Source: an optimization exercise on an open RTL-to-GDS flow (aim: small area, a short achievable clock period and few clock cycles per item). Production flows keep margins and buffers that such runs may drop. The RTL was checked by simulation tests, not by an equivalence proof against the original design. Power figures rest on the tool's default switching activity, not on a simulated workload.

==> flow/design.v (excerpt) <==
module color_bar_pattern_pixel_generator_unit
#(
    parameter int MAX_RESOLUTION = 2048
) (
    input  logic                  aclk,
    input  logic                  aresetn,
    input  logic                  cfg_valid,
    output logic                  cfg_ready,
    input  logic [CFG_IDX_W-1:0]  cfg_index,
    input  logic [CFG_DATA_W-1:0] cfg_data,
    input  logic                  s_axis_tvalid,
    output logic                  s_axis_tready,
    input  logic [S_TDATA_W-1:0]  s_axis_tdata,   
    output logic                  m_axis_tvalid,
    input  logic                  m_axis_tready,
    output logic [M_TDATA_W-1:0]  m_axis_tdata,   
    output logic [M_TUSER_W-1:0]  m_axis_tuser    
);
clock: 8.0 ns
lec_check: 0
abc_area: 1
cap_margin: 20
core_margin: 2
core_utilization: 50
place_density: 0.65
setup_slack_margin: 3.3
slew_margin: 20
run.sh (not shown) runs the stock make flow with config.mk's settings and CLKGATE_MAP_FILE= SYNTH_SCRIPT=/design/flow/synth_recipe.tcl, a recipe that flattens the netlist after the stock synthesis.
Testbench counts at the start, summed over its fixed seeds: cycles 32,672, items 32,000.
Then changed:
Settings changed: CORE_UTILIZATION 50 to 40, PLACE_DENSITY 0.65 to 0.6, SETUP_SLACK_MARGIN 3.3 to 2.5, TNS_END_PERCENT from default to 20.
=> First-iteration DRC count went down by 9.9%. Synthesized cell count does not change. Wire length went down by 3.4%. Maximum frequency went down by 14%. Clock skew went down by 24 ps. Synthesized area stays the same. Global-route usage went down by 7.6 points.
Then changed:
Settings changed: TNS_END_PERCENT 20 to default.
The changed run finished clean.
Synthesized area is unchanged.
Die area stays the same.
Worst setup slack got worse by 50 ps.
Count of clock-buffer cells in the layout does not change.
Synthesized cell count stays the same.
Cell area hardly moves.
Total power stays flat.
Maximum frequency decreases by 0.94%.
Via count barely changes.
Flip-flop and latch count does not change.
Then changed:
Settings changed: SETUP_SLACK_MARGIN 2.5 to 3.3.
Result: The changed run completed without violations; total power goes up by 4.7%; cell area is higher by 4.4%; setup slack gains 720 ps; count of clock-buffer cells in the layout drops by 15; maximum frequency grows by 16%.
Then changed:
Settings changed: SETUP_SLACK_MARGIN 3.3 to 3.4, TNS_END_PERCENT from default to 20.
Result: Design area went up by 0.61%. Utilization came out higher by 0.28 points. Setup slack improved by 16 ps.
Then changed:
Settings changed: SETUP_SLACK_MARGIN 3.4 to 3.7, TNS_END_PERCENT 20 to default.
The changed run went through all stages and came out clean.
Total power increases by about 4.7%.
Setup slack improved by 110 ps.
Utilization increases by 2.8 points.
Area after synthesis is unchanged.
Worst hold slack barely changes.
Non-clock buffer count increases by 150.
Maximum frequency increases by 2.4%.
Routed wire length increases by 9.0%.

* * *

color_bar_pattern_pixel_generator_unit, a different RTL version from the one above (not shown whole).
Size: ~6800 cells after synthesis, ~490 flip-flops, about 130 I/O pins, about 0.049 mm2 of cells after synthesis.
Settings: LEC_CHECK=0, ABC_AREA=1, CAP_MARGIN=20, CORE_MARGIN=2, CORE_UTILIZATION=40, PLACE_DENSITY=0.6, SETUP_SLACK_MARGIN=2.5, SLEW_MARGIN=20; clock period 8.0 ns.
Testbench counts at the start, summed over its fixed seeds: cycles 32,672, items 32,000.
Change:
Settings changed: ABC_AREA 1 to default, SETUP_SLACK_MARGIN 2.5 to 3.0.
Outcome:
- sequential share of layout area goes down by 1.1 points
- fmax goes down by 5.4%
- wire length fell by 8.7%
- total power shrinks by 10%
- die area fell by 0.58%
- cell area grows by 5.2%
Change:
Settings changed: SETUP_SLACK_MARGIN 3.0 to 2.5.
After rerunning: The new run produced a clean layout; design area went down by 2.8%; cell count is lower by 1.0%; synthesized area stays the same.

* * *

color_bar_pattern_pixel_generator_unit, a different RTL version from the one above (not shown whole).
For scale: roughly 490 flip-flops, about 130 I/O pins.
Design color_bar_pattern_pixel_generator_unit, start of the top module:
module color_bar_pattern_pixel_generator_unit
#(
    parameter int MAX_RESOLUTION = 2048
) (
    input  logic                  aclk,
    input  logic                  aresetn,
    input  logic                  cfg_valid,
    output logic                  cfg_ready,
    input  logic [CFG_IDX_W-1:0]  cfg_index,
    input  logic [CFG_DATA_W-1:0] cfg_data,
    input  logic                  s_axis_tvalid,
    output logic                  s_axis_tready,
    input  logic [S_TDATA_W-1:0]  s_axis_tdata,   
    output logic                  m_axis_tvalid,
    input  logic                  m_axis_tready,
    output logic [M_TDATA_W-1:0]  m_axis_tdata,   
    output logic [M_TUSER_W-1:0]  m_axis_tuser    
);
clock: 8.0 ns
lec_check: 0
cap_margin: 20
core_margin: 2
core_utilization: 40
place_density: 0.6
setup_slack_margin: 2.5
slew_margin: 20
The first run produced a clean layout.
Testbench counts at the start, summed over its fixed seeds: cycles 32,672, items 32,000.
==> next run, changes <==
CORE_UTILIZATION = 65   (was 40)
PLACE_DENSITY = 0.75   (was 0.6)
Effect: The new run went through all stages and came out clean. Final area goes down by 3.0%. Worst setup slack loses 0.18 ns. Clock skew is about the same. Via count goes up by 3.4%. First-iteration DRC count goes up by 50%. Wire length goes down by 1.0%.

==> separate check: timing with driven ports <==
The results above use ideal ports. As a check the final layouts listed here were re-extracted and re-timed, cells and wires unchanged. Step 1 sets driving cells, clkbuf_16 on the clock port and buf_2 on the other inputs (assumed; they add their load-dependent delay and slew). Step 2 moves the port delays by t, midway between the first and last clock arrival at a register: inputs arrive t later, outputs are due t later. That takes back most of the time a late clock gives input paths. Three values: ideal ports, drivers, drivers and shift; two values: the first two.
run	shift t [ns]	setup slack, ns	clock arrival spread, ns	cell pins on the clock port's net
the first run of note 1	0.752	3.402 / 3.379 / 2.757	0.051 / 0.052	1
the second run of note 1	0.732	2.674 / 2.674 / 2.190	0.029 / 0.029	1
the third run of note 1	0.734	2.624 / 2.624 / 2.124	0.031 / 0.031	1
the fourth run of note 1	0.737	3.346 / 3.323 / 2.810	0.030 / 0.030	1
the fifth run of note 1	0.725	3.361 / 3.286 / 2.848	0.032 / 0.032	1
the sixth run of note 1	0.744	3.469 / 3.469 / 2.850	0.049 / 0.049	1
the first run of note 2	0.746	2.751 / 2.751 / 2.155	0.025 / 0.025	1
the second run of note 2	0.741	2.454 / 2.454 / 2.423	0.082 / 0.082	1
the third run of note 2	0.754	2.486 / 2.486 / 1.991	0.071 / 0.071	1
the first run of note 3	0.768	2.485 / 2.485 / 1.881	0.062 / 0.062	1
the second run of note 3	0.706	2.304 / 2.304 / 1.859	0.055 / 0.055	1
After both steps every run listed still meets setup and hold. For the first run of note 1, which loses most, drivers alone change the setup slack by -0.023 ns; drivers and shift together by -0.645 ns.
